This is an optimization exercise on Yosys and OpenROAD, whose aim is small area and a short achievable clock period, not a production implementation.
Function was checked by simulation only, so behaviour that the tests miss may differ from the original.
No activity file was given, so power comes from the tool's default toggle rates.

`config.mk`:
```
export PLATFORM = sky130hd
export DESIGN_NAME = rob_top
export DESIGN_NICKNAME = rob_top
export VERILOG_FILES = /design/flow/design.v
export SDC_FILE = /design/flow/constraint.sdc
export NUM_CORES = 4
export LEC_CHECK = 0
export CAP_MARGIN = 20
export CORE_MARGIN = 2
export CORE_UTILIZATION = 40
export SETUP_SLACK_MARGIN = 3.1
export SLEW_MARGIN = 20
```
`constraint.sdc`:
```
create_clock -name core_clock -period 5.5 [get_ports {clk}]
set_input_delay 1.1000 -clock core_clock [delete_from_list [all_inputs] [get_ports {clk}]]
set_output_delay 1.1000 -clock core_clock [all_outputs]
set_load 0.01 [all_outputs]
```
`design.v`:
```
`timescale 1ns/100ps
`default_nettype none
module rob_top (
	input wire clk,
	input wire rst_n,
	input wire pipe_flush,
	input wire [1:0] disp_valid,
	input wire [105:0] disp_pkt,
	output wire [1:0] disp_ready,
	output wire [9:0] resp_tag,
	input wire [1:0] wb_valid,
	input wire [9:0] wb_tag,
	input wire wb_br_misp,
	input wire wb_br_dir,
	input wire [31:0] wb_redirect_pc,
	output wire [1:0] ret_valid,
	output wire [181:0] ret_pkt
);
	localparam int PW = 49;  
	localparam int SW = PW + 7;
	localparam int S_V = 0;
	localparam int S_C = 1;
	localparam int S_EX0 = 2;
	localparam int S_EX1 = 3;
	localparam int S_MIS = 4;
	localparam int S_DIR = 5;
	localparam int S_BR = 6;
	localparam int S_PAY = 7;
	logic [4:0] h_q, h1_q, t_q, t1_q;
	logic [16:0] cq_q;  
	logic eadv_q, oadv_q, hp_q;  
	logic rdy0_q, rdy1_q;  
	logic rv0_q, rv1_q;  
	logic [7:0] es_q, os_q;  
	logic [15:0] v_q;     
	logic [15:0] br_q;    
	logic [15:0] dir_q;   
	logic [15:0] mis_q;   
	logic [15:0] st1_q;
	logic [15:0] st0_q;
	logic [16*PW-1:0] pay_q;
	logic [SW-1:0] l0_q, l1_q;  
	logic mp_q;
	logic [4:0] mp_tag_q;
	logic [31:0] mp_pc_q;
	logic [31:0] redir;
	assign redir = mp_pc_q;
	assign disp_ready = {rdy1_q, rdy0_q} & {2{!pipe_flush}};
	assign resp_tag = {t1_q, t_q};
	assign ret_valid = {rv1_q, rv0_q};
	assign ret_pkt[90:0] = {l0_q[SW-1:S_PAY], h_q, l0_q[S_BR], l0_q[S_DIR], l0_q[S_MIS],
		l0_q[S_EX1], l0_q[S_EX0], redir};
	assign ret_pkt[181:91] = {l1_q[SW-1:S_PAY], h1_q, l1_q[S_BR], l1_q[S_DIR], l1_q[S_MIS],
		l1_q[S_EX1], l1_q[S_EX0], redir};
	logic acc0, acc1;
	assign acc0 = disp_valid[0] && rdy0_q;
	assign acc1 = disp_valid[1] && rdy1_q;
	function automatic logic [SW-1:0] wr_image(input logic [52:0] p);
		wr_image = {p[52:4], p[3], 1'b0, 1'b0, p[0], p[1] & !p[0], p[2] | p[1] | p[0], 1'b0};
	endfunction
	logic [SW-1:0] wi0, wi1;
	assign wi0 = wr_image(disp_pkt[52:0]);
	assign wi1 = wr_image(disp_pkt[105:53]);
	logic [SW-1:0] wr_e, wr_o;
	assign wr_e = t_q[0] ? wi1 : wi0;
	assign wr_o = t_q[0] ? wi0 : wi1;
	logic cut0, cut1, rflush;
	assign cut0 = l0_q[S_MIS] | l0_q[S_EX1] | l0_q[S_EX0];
	assign cut1 = l1_q[S_MIS] | l1_q[S_EX1] | l1_q[S_EX0];
	assign rflush = (rv0_q & cut0) | (rv1_q & cut1);
	logic [4:0] age_diff;
	logic mp_upd;
	assign age_diff = wb_tag[4:0] - mp_tag_q;
	assign mp_upd = wb_valid[0] && wb_br_misp && (!mp_q || age_diff[4]);
	always_ff @(posedge clk) begin
		if (mp_upd) begin
			mp_tag_q <= wb_tag[4:0];
		end
	end
	always_ff @(posedge clk) begin
		if (mp_upd || !mp_q) begin
			mp_pc_q <= wb_redirect_pc & {32{mp_upd}};
		end
	end
	logic [SW-1:0] img [16];
	for (genvar i = 0; i < 16; i++) begin : g_slot
		localparam logic [3:0] IDX = 4'(i);
		wire [SW-1:0] wr = (i % 2 == 0) ? wr_e : wr_o;
		wire alloc = (acc0 && t_q[3:0] == IDX) || (acc1 && t1_q[3:0] == IDX);
		wire clr = (rv0_q && h_q[3:0] == IDX) || (rv1_q && h1_q[3:0] == IDX);
		wire wb0 = wb_valid[0] && wb_tag[3:0] == IDX;
		wire wb1 = wb_valid[1] && wb_tag[8:5] == IDX;
		always_ff @(posedge clk or negedge rst_n) begin
			if (!rst_n) begin
				v_q[i] <= 1'b0;
			end else if (pipe_flush) begin
				v_q[i] <= 1'b0;
			end else if (alloc) begin
				v_q[i] <= 1'b1;
			end else if (clr || rflush) begin
				v_q[i] <= 1'b0;
			end
		end
		always_ff @(posedge clk) begin
			if (!v_q[i]) begin
				pay_q[i*PW +: PW] <= wr[SW-1:S_PAY];
				br_q[i] <= wr[S_BR];
				st1_q[i] <= wr[S_EX1] | wr[S_EX0];
				st0_q[i] <= wr[S_EX1] | (wr[S_C] & !wr[S_EX0]);
				dir_q[i] <= 1'b0;
				mis_q[i] <= 1'b0;
			end else begin
				if (wb0 || wb1) begin
					st0_q[i] <= 1'b1;
				end
				if (wb0) begin
					dir_q[i] <= wb_br_dir;
					mis_q[i] <= wb_br_misp;
				end
			end
		end
		assign img[i] = {pay_q[i*PW +: PW], br_q[i], dir_q[i], mis_q[i], st1_q[i], st0_q[i],
			1'b0, v_q[i]};
	end
	logic [1:0] rcnt;
	logic [4:0] h_n;
	logic hp;
	logic [7:0] esel, osel;
	assign rcnt = {rv1_q, rv0_q & !rv1_q};
	assign h_n = h_q + {3'd0, rcnt};
	assign esel = eadv_q ? {es_q[6:0], es_q[7]} : es_q;
	assign osel = oadv_q ? {os_q[6:0], os_q[7]} : os_q;
	assign hp = hp_q;
	logic [SW-1:0] rd_e, rd_o, raw0, raw1, cur0, cur1;
	always_comb begin
		rd_e = '0;
		rd_o = '0;
		for (int j = 0; j < 8; j++) begin
			rd_e = rd_e | ({SW{esel[j]}} & img[2*j]);
			rd_o = rd_o | ({SW{osel[j]}} & img[2*j+1]);
		end
	end
	assign raw0 = hp ? rd_o : rd_e;
	assign raw1 = hp ? rd_e : rd_o;
	function automatic logic [SW-1:0] decode_st(input logic [SW-1:0] raw);
		logic [SW-1:0] d;
		d = raw;
		d[S_EX1] = raw[S_EX1] & raw[S_EX0];
		d[S_EX0] = raw[S_EX1] & !raw[S_EX0];
		d[S_C] = raw[S_EX1] | raw[S_EX0];
		decode_st = d;
	endfunction
	assign cur0 = decode_st(raw0);
	assign cur1 = decode_st(raw1);
	logic [SW-1:0] bus0, bus1;
	logic at0, at1, ws0, ws1, al0, al1;
	assign at0 = rv1_q ? cq_q[2] : rv0_q ? cq_q[1] : cq_q[0];
	assign at1 = rv1_q ? cq_q[3] : rv0_q ? cq_q[2] : cq_q[1];
	assign ws0 = at0;
	assign ws1 = at0 | at1;
	assign al0 = acc0 & at0;
	assign al1 = (acc1 & at0) | (acc0 & at1);
	assign bus0 = wi0;
	assign bus1 = at0 ? wi1 : wi0;
	logic [3:0] hk0, hk1;
	logic wb0_0, wb1_0, wb0_1, wb1_1;
	assign hk0 = h_n[3:0];
	assign hk1 = h_n[3:0] + 4'd1;
	assign wb0_0 = wb_valid[0] && wb_tag[3:0] == hk0;
	assign wb1_0 = wb_valid[1] && wb_tag[8:5] == hk0;
	assign wb0_1 = wb_valid[0] && wb_tag[3:0] == hk1;
	assign wb1_1 = wb_valid[1] && wb_tag[8:5] == hk1;
	function automatic logic [SW-1:0] next_image(input logic [SW-1:0] cur, input logic [SW-1:0] bus,
			input logic ws, input logic alloc, input logic wb0, input logic wb1, input logic kill,
			input logic cutall, input logic bdir, input logic bmis);
		logic [SW-1:0] n;
		if (ws) begin
			n = bus;
		end else begin
			n = cur;
			n[S_C] = cur[S_C] | wb0 | wb1;
			if (wb0) begin
				n[S_DIR] = bdir;
				n[S_MIS] = bmis;
			end
		end
		n[S_V] = !kill && (alloc || (cur[S_V] && !cutall));
		next_image = n;
	endfunction
	logic [SW-1:0] l0_n, l1_n;
	assign l0_n = next_image(cur0, bus0, ws0, al0, wb0_0, wb1_0, 1'b0, rflush, wb_br_dir,
		wb_br_misp);
	assign l1_n = next_image(cur1, bus1, ws1, al1, wb0_1, wb1_1, 1'b0, rflush, wb_br_dir,
		wb_br_misp);
	logic [7:0] es2, os2;
	logic [SW-1:0] fe, fo, f2raw, f3raw;
	logic [SW-1:0] fk [4];
	assign es2 = {es_q[6:0], es_q[7]};
	assign os2 = {os_q[6:0], os_q[7]};
	always_comb begin
		fe = '0;
		fo = '0;
		for (int j = 0; j < 8; j++) begin
			fe = fe | ({SW{es2[j]}} & img[2*j]);
			fo = fo | ({SW{os2[j]}} & img[2*j+1]);
		end
	end
	assign f2raw = h_q[0] ? fo : fe;
	assign f3raw = h_q[0] ? fe : fo;
	assign fk[0] = {{PW{1'b0}}, l0_q[S_BR:S_V]};
	assign fk[1] = {{PW{1'b0}}, l1_q[S_BR:S_V]};
	assign fk[2] = decode_st(f2raw);
	assign fk[3] = decode_st(f3raw);
	logic [SW-1:0] nf [4];
	always_comb begin
		for (int k = 0; k < 4; k++) begin
			logic w0, w1, ws, al, hit0, hit1;
			logic [3:0] hs;
			w0 = cq_q[k];
			w1 = (k > 0) && cq_q[(k > 0) ? k - 1 : 0];
			ws = w0 | w1;
			al = (acc0 & w0) | (acc1 & w1);
			hs = h_q[3:0] + 4'(k);
			hit0 = wb_valid[0] && wb_tag[3:0] == hs;
			hit1 = wb_valid[1] && wb_tag[8:5] == hs;
			nf[k] = next_image(fk[k], w0 ? wi0 : wi1, ws, al, hit0, hit1, 1'b0, rflush,
				wb_br_dir, wb_br_misp);
		end
	end
	logic [SW-1:0] g0_n, g1_n;
	logic rv0_n, rv1_n;
	always_comb begin
		if (rv1_q) begin
			g0_n = nf[2];
			g1_n = nf[3];
		end else if (rv0_q) begin
			g0_n = nf[1];
			g1_n = nf[2];
		end else begin
			g0_n = nf[0];
			g1_n = nf[1];
		end
	end
	assign rv0_n = g0_n[S_V] & g0_n[S_C];
	assign rv1_n = rv0_n & !(g0_n[S_MIS] | g0_n[S_EX1] | g0_n[S_EX0]) & g1_n[S_V] & g1_n[S_C] &
		!(g0_n[S_BR] & g1_n[S_BR]);
	always_ff @(posedge clk) begin
		l0_q[SW-1:S_DIR] <= l0_n[SW-1:S_DIR];
		l1_q[SW-1:S_DIR] <= l1_n[SW-1:S_DIR];
		l0_q[S_MIS:S_C] <= g0_n[S_MIS:S_C];
		l1_q[S_MIS:S_C] <= g1_n[S_MIS:S_C];
		l0_q[S_BR] <= g0_n[S_BR];
		l1_q[S_BR] <= g1_n[S_BR];
	end
	logic [2:0] aoh, roh;
	logic [16:0] cq_n;
	assign aoh = {acc0 & acc1, acc0 ^ acc1, !acc0 & !acc1};
	assign roh = {rv1_q, rv0_q & !rv1_q, !rv0_q};
	always_comb begin
		for (int k = 0; k < 17; k++) begin
			cq_n[k] = 1'b0;
			for (int a = 0; a < 3; a++) begin
				for (int r = 0; r < 3; r++) begin
					if (k - a + r >= 0 && k - a + r <= 16) begin
						cq_n[k] = cq_n[k] | (aoh[a] & roh[r] & cq_q[k - a + r]);
					end
				end
			end
		end
	end
	logic mp_n;
	assign mp_n = mp_q | mp_upd;
	always_ff @(posedge clk or negedge rst_n) begin
		if (!rst_n) begin
			h_q <= 5'd0;
			h1_q <= 5'd1;
			t_q <= 5'd0;
			t1_q <= 5'd1;
			cq_q <= 17'b1;
			eadv_q <= 1'b0;
			oadv_q <= 1'b0;
			hp_q <= 1'b0;
			rdy0_q <= 1'b1;
			rdy1_q <= 1'b1;
			rv0_q <= 1'b0;
			rv1_q <= 1'b0;
			es_q <= 8'b1;
			os_q <= 8'b1;
			mp_q <= 1'b0;
			l0_q[S_V] <= 1'b0;
			l1_q[S_V] <= 1'b0;
		end else if (pipe_flush) begin
			h_q <= 5'd0;
			h1_q <= 5'd1;
			t_q <= 5'd0;
			t1_q <= 5'd1;
			cq_q <= 17'b1;
			eadv_q <= 1'b0;
			oadv_q <= 1'b0;
			hp_q <= 1'b0;
			rdy0_q <= 1'b1;
			rdy1_q <= 1'b1;
			rv0_q <= 1'b0;
			rv1_q <= 1'b0;
			es_q <= 8'b1;
			os_q <= 8'b1;
			mp_q <= 1'b0;
			l0_q[S_V] <= 1'b0;
			l1_q[S_V] <= 1'b0;
		end else begin
			h_q <= h_n;
			h1_q <= h1_q + {3'd0, rcnt};
			t_q <= t_q + {4'd0, acc0} + {4'd0, acc1};
			t1_q <= t1_q + {4'd0, acc0} + {4'd0, acc1};
			cq_q <= cq_n;
			rdy0_q <= !mp_n && !cq_n[16];
			rdy1_q <= !mp_n && !(cq_n[15] | cq_n[16]);
			eadv_q <= rv1_n | (rv0_n & !h_n[0]);
			oadv_q <= rv1_n | (rv0_n & h_n[0]);
			hp_q <= h_n[0] ^ (rv0_n & !rv1_n);
			rv0_q <= rv0_n;
			rv1_q <= rv1_n;
			es_q <= esel;
			os_q <= osel;
			mp_q <= mp_n;
			l0_q[S_V] <= g0_n[S_V];
			l1_q[S_V] <= g1_n[S_V];
		end
	end
endmodule
`default_nettype wire
```
`flow/run.sh`:
```
#!/bin/bash
# The standard layout (standard.sh) with two changes: plain buf_1 cells as the port buffers
# instead of the buffer_ports default, and a clock tree of clkbuf_8 cells under a clkbuf_16
# root with no dummy loads. Make's output goes to standard_flow.log; each ORFS step keeps its
# own log under orfs/logs/.
set -euo pipefail
export BUFFER_PORTS_ARGS="-buffer_cell sky130_fd_sc_hd__buf_1"
export CTS_ARGS="-sink_clustering_enable -repair_clock_nets -dont_use_dummy_load -root_buf sky130_fd_sc_hd__clkbuf_16 -buf_list sky130_fd_sc_hd__clkbuf_8 -sink_clustering_size 12 -sink_clustering_max_diameter 50"
bash standard.sh finish > standard_flow.log 2>&1
```
`standard.sh`:
```
#!/bin/bash
# synth_recipe.tcl (not shown) runs the flow's synth.tcl, then flattens the netlist and writes it again
# the make line also repeats each setting of config.mk as NAME=value (left out here)
make -C /OpenROAD-flow-scripts/flow DESIGN_CONFIG=/design/flow/config.mk WORK_HOME=/design/flow/orfs CLKGATE_MAP_FILE= SYNTH_SCRIPT=/design/flow/synth_recipe.tcl "${@:-finish}"
```
==> flow_metrics.env, run 1 <==
export IMPL_outcome="no timing/DRC/antenna violations"
export IMPL_drtAntennaViolNets=0
export IMPL_slew_viol_final=0
export IMPL_r2r_end="hp_q"
export IMPL_initialDrtViolationCount=3706
export IMPL_reg2reg_slack_ps=2880
export IMPL_ctsHoldBuffers=0
export IMPL_clock_path_buffers=3
export IMPL_synth_most_common_cell="edfxtp_1"
export IMPL_maxCapViolations=0
export IMPL_cp_cell_sequence="a22o_4 -> o41ai_4 -> buf_4 -> a211oi_2 -> or4_4 -> o221a_2 -> and4_4 -> o311ai_2"
export IMPL_min_period_over_period_pct=47.6
export IMPL_core_rowCount=122
export IMPL_final_hold_violation_count=0
export IMPL_syn_area_um2=44400
export IMPL_clk_insertion_delay_late_ps=670
export IMPL_crit_path_top_delay_cell="or4_4"
export IMPL_detailed_place_hpwl_mm=86.6
export IMPL_final_setup_violating_endpoints=0
export IMPL_synth_fp_nets=3277
export IMPL_floorplan_initialDensity_pct=40.3
export IMPL_worst_r2r_cell_count=8
export IMPL_clock_sinks=1090
export IMPL_number_of_cells_produced_by_synthesis=3097
export IMPL_drc=0
export IMPL_share_of_layout_cells_above_drive_strength_1_pct=22.3
export IMPL_flow_area_growth_from_synthesis_pct=17.7
export IMPL_worst_setup_path_start_kind="register"
export IMPL_whs_endpoint="dir_q[0]"
export IMPL_final_setup_tns_ps=0
export IMPL_clkTransAtPathRegs_ps=80
export IMPL_ys_warnings_count=4
export IMPL_timing_hold_worst_start="dir_q[0]"
export IMPL_arrival_ps=3160
export IMPL_first_global_vias=28351
export IMPL_global_route_wire_length_before_repair_mm=206
export IMPL_drt_pass1_iter_count=6
export IMPL_antenna_found_initial=21
export IMPL_yosysUniqueCellTypes=82
export IMPL_type_of_the_worst_setup_path="reg2reg"
export IMPL_vias=30816
export IMPL_fill_cells=9692
export IMPL_post_layout_total_power_mw=24.7
export IMPL_htree_levels=3
export IMPL_timing_final_crit_period_ps=2620
export IMPL_worst_hold_path_cell_count=2
export IMPL_synth_seq_area_share_pct=69.6
export IMPL_overflow=0
export IMPL_drt_wirelength_per_cell_um=30.4
export IMPL_yosys_top_cells_area="edfxtp_1, dfxtp_1, a22oi_1"
export IMPL_detail_route_vias_per_cell=6.09
export IMPL_die_outline_area_um2=114000
export IMPL_top_level_port_count=353
export IMPL_yosys_register_bits=1090
export IMPL_largest_net_degree_at_the_start_of_global_routing=74
export IMPL_required_ps=6040
export IMPL_worst_hold_path_type="reg2reg"
export IMPL_max_clock_freq_mhz=382
export IMPL_final_weighted_congestion_of_routability_driven_global_placement=0.910
export IMPL_num_nets_final=3746
export IMPL_synth_edff_count=869
export IMPL_die_width_um=337
export IMPL_setup_worst_path_end_class="register"
export IMPL_number_of_buffers_inserted_by_port_buffering=351
export IMPL_worst_slew_margin_rel_pct=27.0
export IMPL_timing_worst_slew_pin_value_ps=1100
export IMPL_ys_flop_type="edfxtp_1"
export IMPL_cp_max_fo=6
export IMPL_cts_tree="built"
export IMPL_power_leakage_nw=18.6
export IMPL_synth_top_cell_area_share_pct=58.7
export IMPL_drt_wl_total_mm=154
export IMPL_cts_buffers_inserted=114
export IMPL_post_synth_most_frequent_cells="edfxtp_1, a22oi_1, nor2_1"
export IMPL_rsz_0062_raised_after_global_routing="yes"
export IMPL_slowest_delay_ps=540
export IMPL_dieHeight_um=337
export IMPL_worst_r2r_startpoint="es_q[6]"
export IMPL_pwr_density_cell_nw_per_um2=471
export IMPL_finClkSkew_ps=66.2
export IMPL_placeableCoreArea_um2=110000
export IMPL_synth_area_leader_cell="edfxtp_1"
export IMPL_avgSynthCellArea_um2=14.4
export IMPL_grt_total_usage_pct=25.2
export IMPL_postLayoutCoreUtil_pct=47.4
export IMPL_ir_drop_mv=0.337
export IMPL_clock_root_buffer="clkbuf_16"
export IMPL_async_flop_share_pct=7.25
-- worst max-delay path by stage --
stage                    from     endpoint  slack [ps]  depth (start not counted)
global placement    wb_tag[1]  mp_pc_q[11]        1610                          7
finish                es_q[6]         hp_q        2880                          8
global route          es_q[5]         hp_q        2810                          9
detailed placement  wb_tag[1]  mp_pc_q[11]        1580                          7
floorplan           wb_tag[2]       eadv_q        2630                          9
CTS                    h_q[0]         hp_q        2900                         12
-- sequential cells by signal (all words and copies together) (netlist names), 8 cells and up --
name,count
pay_q,784
l0_q,56
dir_q,16
br_q,16
mis_q,16
v_q,16
st1_q,16
l1_q,56
es_q,8
mp_pc_q,32
cq_q,17
st0_q,16
os_q,8
-- power by group --
| group | switching, mW | total, mW | leakage (nW) | internal [mW] |
|---|---|---|---|---|
| clock network | 2.64 | 4.63 | 0.866 | 1.99 |
| registers | 0.792 | 11.7 | 11.3 | 10.9 |
| logic | 5.14 | 8.36 | 6.40 | 3.23 |
-- cell usage in the layout, fill, tap and decap left out, drive strengths merged, types with 72 or more instances in the layout --
| master | count |
|---|---|
| a22oi | 328 |
| clkbuf | 141 |
| a221oi | 78 |
| dfxtp | 142 |
| buf | 549 |
| nand2 | 122 |
| dfrtp | 72 |
| o21ai | 99 |
| mux2 | 149 |
| a22o | 72 |
| nor2 | 175 |
| edfxtp | 869 |
| a21oi | 125 |
| mux2i | 98 |
-- what timing repair did --
item | CTS | global route
hold endpoints to repair | 0 | 0
endpoints found under the setup margin | 373 | 169
pin swaps | 27 | 85
cloned | 7 | 15
buffers inserted | 86 | 75
resized for setup | 251 | 183
-- cell families after synthesis --
group	synth area share (%)
AOI/OAI and AO/OA	13.2
xor gates and xnor gates	0.904
adders and majority gates	0.715
buffers and inverters	2.82
DFF	69.6
muxes	5.86
and+or+nand+nor	6.97
-- worst max-delay path, delay by kind of cell (launching register included) --
family	cells	cell delay, ps
AOI/OAI and AO/OA	5	1100
and+or+nand+nor	2	710
DFF	1	520
buffers and inverters	1	190
-- metrics by stage --
step,area [um2],instances,worst slack [ps],hold WS (ps)
after floorplan,44700,3097,2630,437
after global placement,47200,4755,1610,450
after detailed placement,47200,4755,1580,456
after CTS,50600,4962,2900,467
after global routing,52300,5054,2810,493
final,52300,5059,2880,470
-- area by class of cell --
cell class                      count  area [um2]  share of cell area [%]
Inverter                           45         206                   0.395
Antenna cell                        7        17.5                  0.0335
Multi-Input combinational cell   1735       13400                    25.6
Sequential cell                  1090       31000                    59.3
Tap cell                         1488        1860                    3.56
Timing Repair Buffer              580        4120                    7.87
Clock buffer                      114        1670                    3.19
-- per-layer routing --
metal / vias up / part of all wire [%] / track usage [%]
li1: 12979 / - / -
met1: 15628 / 41 / 36.1
met2: 1939 / 44 / 37.8
met3: 246 / 12 / 7.38
met4: 24 / 2.6 / 6.10
met5: - / 0.10 / 0
==> inputs of run 2 (changes only) <==
--- a/config.mk
+++ b/config.mk
@@ -10,3 +10,3 @@
 export CORE_UTILIZATION = 40
-export SETUP_SLACK_MARGIN = 3.1
+export SETUP_SLACK_MARGIN = 2.9
 export SLEW_MARGIN = 20
==> run 2 against run 1 <==
Effect of this change:
- combinational power is 11% lower
- critical endpoint is now l1_q[54]
- global-route usage shrank 0.66 points
- clock-buffer cell count up 2
- still clean
- hold slack worse by 8.1 ps
- die area stayed put
- synthesized cell count is the same
- sequential share of layout area up 2.4 points
- largest cell class unchanged
- first-iteration DRC count decreased by 4.4%
- clock skew is 15 ps higher
- non-clock buffer count fell by 107
- cell area fell by 4.0%
- largest power group unchanged
==> flow_metrics.env, run 2 <==
export IMPL_synth_seq_area_share_pct=69.6
export IMPL_synth_most_common_cell="edfxtp_1"
export IMPL_max_clock_freq_mhz=380
export IMPL_mostFrequentLayoutCells="edfxtp_1, buf_1, a22oi_1"
export IMPL_final_cell_count_no_fill=4958
export IMPL_synth_edff_count=869
export IMPL_placed_cells_incl_taps=4754
export IMPL_yosysUniqueCellTypes=82
export IMPL_synth_fp_nets=3277
export IMPL_synth_area_leader_cell="edfxtp_1"
export IMPL_final_setup_violating_endpoints=0
export IMPL_final_hold_violation_count=0
export IMPL_min_period_over_period_pct=47.9
export IMPL_max_flop_register="pay_q"
export IMPL_timing_final_crit_period_ps=2630
export IMPL_drt_pass1_iter_count=5
export IMPL_ys_flop_type="edfxtp_1"
export IMPL_post_synth_most_frequent_cells="edfxtp_1, a22oi_1, nor2_1"
export IMPL_async_flop_share_pct=7.25
export IMPL_antenna_found_initial=16
export IMPL_ys_warnings_count=4
export IMPL_worst_slew_margin_rel_pct=24.7
export IMPL_htree_levels=3
export IMPL_postLayoutCoreUtil_pct=45.5
export IMPL_yosys_top_cells_area="edfxtp_1, dfxtp_1, a22oi_1"
export IMPL_ir_drop_mv=0.469
export IMPL_worst_hold_slack_ps=462
export IMPL_rsz_0062_raised_after_global_routing="yes"
export IMPL_number_of_buffers_inserted_by_port_buffering=351
export IMPL_fill_cells=9919
export IMPL_clkTransAtPathRegs_ps=70
export IMPL_setup_worst_path_end_class="register"
export IMPL_power_leakage_nw=17.6
export IMPL_clock_sinks=1090
export IMPL_crit_path_top_delay_cell="mux2_8"
export IMPL_type_of_the_worst_setup_path="reg2reg"
export IMPL_worst_setup_path_start_kind="register"
export IMPL_core_rowCount=122
export IMPL_detailed_place_hpwl_mm=83.8
export IMPL_yosys_register_bits=1090
export IMPL_slew_viol_final=0
export IMPL_drt_wirelength_per_cell_um=29.0
export IMPL_detail_route_vias_per_cell=6.04
export IMPL_pwr_density_cell_nw_per_um2=472
export IMPL_avgSynthCellArea_um2=14.4
export IMPL_flow_area_growth_from_synthesis_pct=13.0
export IMPL_number_of_cells_produced_by_synthesis=3097
export IMPL_timing_worst_slew_pin_value_ps=1130
export IMPL_required_ps=6020
export IMPL_worst_hold_path_type="reg2reg"
export IMPL_top_level_port_count=353
export IMPL_arrival_ps=3150
export IMPL_preCtsSetupSlack_ps=1700
export IMPL_largest_net_degree_at_the_start_of_global_routing=142
export IMPL_drc=0
export IMPL_drt_wl_total_mm=144
export IMPL_die_outline_area_um2=114000
export IMPL_clk_insertion_delay_late_ps=700
export IMPL_largest_register_ffs=784
export IMPL_cts_tree="built"
export IMPL_die_width_um=337
export IMPL_cp_cell_sequence="buf_12 -> mux2_8 -> buf_4 -> a22o_1 -> a221oi_1 -> and3_1 -> mux2i_1 -> nand2_1 -> o21ai_0"
export IMPL_final_weighted_congestion_of_routability_driven_global_placement=0.862
export IMPL_first_global_vias=28095
export IMPL_placeableCoreArea_um2=110000
export IMPL_layout_cells_most_common="edfxtp_1"
export IMPL_biggestRegsByFlops="pay_q: 784 flops, l0_q: 56 flops, l1_q: 56 flops"
export IMPL_cts_buffers_inserted=116
export IMPL_dieHeight_um=337
export IMPL_vias=29959
export IMPL_outcome="no timing/DRC/antenna violations"
export IMPL_share_of_layout_cells_above_drive_strength_1_pct=15.7
export IMPL_global_route_wire_length_before_repair_mm=202
export IMPL_synth_top_cell_area_share_pct=58.7
export IMPL_grt_total_usage_pct=24.6
export IMPL_cp_max_fo=13
export IMPL_finClkSkew_ps=81.3
export IMPL_slowest_delay_ps=490
export IMPL_finalWorstSetupSlack_ps=2870
export IMPL_num_nets_final=3642
export IMPL_drtAntennaViolNets=0
export IMPL_maxCapViolations=0
export IMPL_overflow=0
export IMPL_initialDrtViolationCount=3543
export IMPL_floorplan_initialDensity_pct=40.3
export IMPL_syn_area_um2=44400
export IMPL_final_setup_tns_ps=0
export IMPL_clock_path_buffers=3
export IMPL_clock_root_buffer="clkbuf_16"
run 2: final timing paths:
path / startpoint / endpoint / slack, ps / cells past startpoint
setup reg to reg: oadv_q / l1_q[54] / 2870 / 9
setup / recovery: oadv_q / l1_q[54] / 2870 / 9
max in group asynchronous: rst_n / v_q[6] / 3990 / 2
min in group asynchronous: rst_n / cq_q[3] / 520 / 1
hold / removal: dir_q[0] / dir_q[0] / 460 / 2
hold reg to reg: dir_q[0] / dir_q[0] / 460 / 2
run 2: layout make-up:
type                    count  area, um2  area share (%)
well taps                1488       1860            3.71
diodes                     10       25.0          0.0498
clock buffers             116       1700            3.38
flip-flops and latches   1090      31000            61.7
inverters                  45        206           0.411
multi-input cells        1736      12900            25.7
repair buffers            473       2560            5.10
run 2: power by group:
| part | internal (mW) | leakage, nW | switching (mW) |
|---|---|---|---|
| registers | 10.8 | 11.4 | 0.721 |
| logic | 2.66 | 5.36 | 4.80 |
| clock network | 2.02 | 0.880 | 2.68 |
run 2: cell families (layout without fill, tap and decap cells):
logic type,Yosys count,count (layout),synth area share [%]
mux,242,248,5.86
compound gates,808,809,13.2
simple gates,614,614,6.97
buf+inv,278,634,2.82
fa+ha+maj,23,23,0.715
xor+xnor,42,42,0.904
flops,1090,1090,69.6
other cells,0,10,0
run 2: metrics by stage:
stage	total power [mW]	cell area, um2
after floorplan	15.6	44600
after global placement	18.1	47100
after CTS	23.3	49700
after global routing	24.7	50200
after detailed placement	18.2	47100
final	23.7	50200
run 2: timing repair:
item | 4_1_cts | 5_1_grt
buffers inserted | 40 | 29
gates cloned | 7 | 2
pin swaps | 8 | 15
setup endpoints to repair | 627 | 82
hold buffers | 0 | 0
gates resized for setup | 104 | 66
run 2: layer usage:
metal / wire (um) / track usage, %
met1: 61200 / 35.3
met4: 4040 / 7.38
met3: 15800 / 5.81
met5: 96 / 0
met2: 62700 / 37.0
run 2: critical path, delay by kind of cell, from the launching register on:
family / cells / cell delay (ps)
muxes: 2 / 690
AOI/OAI and AO/OA: 3 / 630
DFF: 1 / 370
buffers and inverters: 2 / 420
and+or+nand+nor: 2 / 370

-- re-timing with driven ports --
In the flow no input, the clock included, has a driving cell. The finished layouts below were timed again as built, in two steps. Step 1 (the two cells are an assumption about what drives the block):
set clk [get_ports {clk}]
set_driving_cell -lib_cell sky130_fd_sc_hd__clkbuf_16 $clk
set_driving_cell -lib_cell sky130_fd_sc_hd__buf_2 [delete_from_list [all_inputs] $clk]
Step 2 also shifts input and output timing later by t, the mid clock arrival at the registers, as if the neighbouring blocks saw the same clock. Slacks: ideal ports / drivers / drivers and shift; pairs: ideal ports / drivers.
| run | t (ns) | setup slack, ns | worst setup path after step 2 | slew at the worst register clock pin (ns) |
|---|---|---|---|---|
| run 1 | 0.710 | 2.885 / 2.885 / 2.231 | input to register | 0.09 / 0.09 |
| run 2 | 0.718 | 2.866 / 2.839 / 2.204 | input to register | 0.09 / 0.09 |
After both steps every run listed still meets setup and hold. For run 2, which loses most, drivers alone change the setup slack by -0.027 ns; drivers and shift together by -0.662 ns.
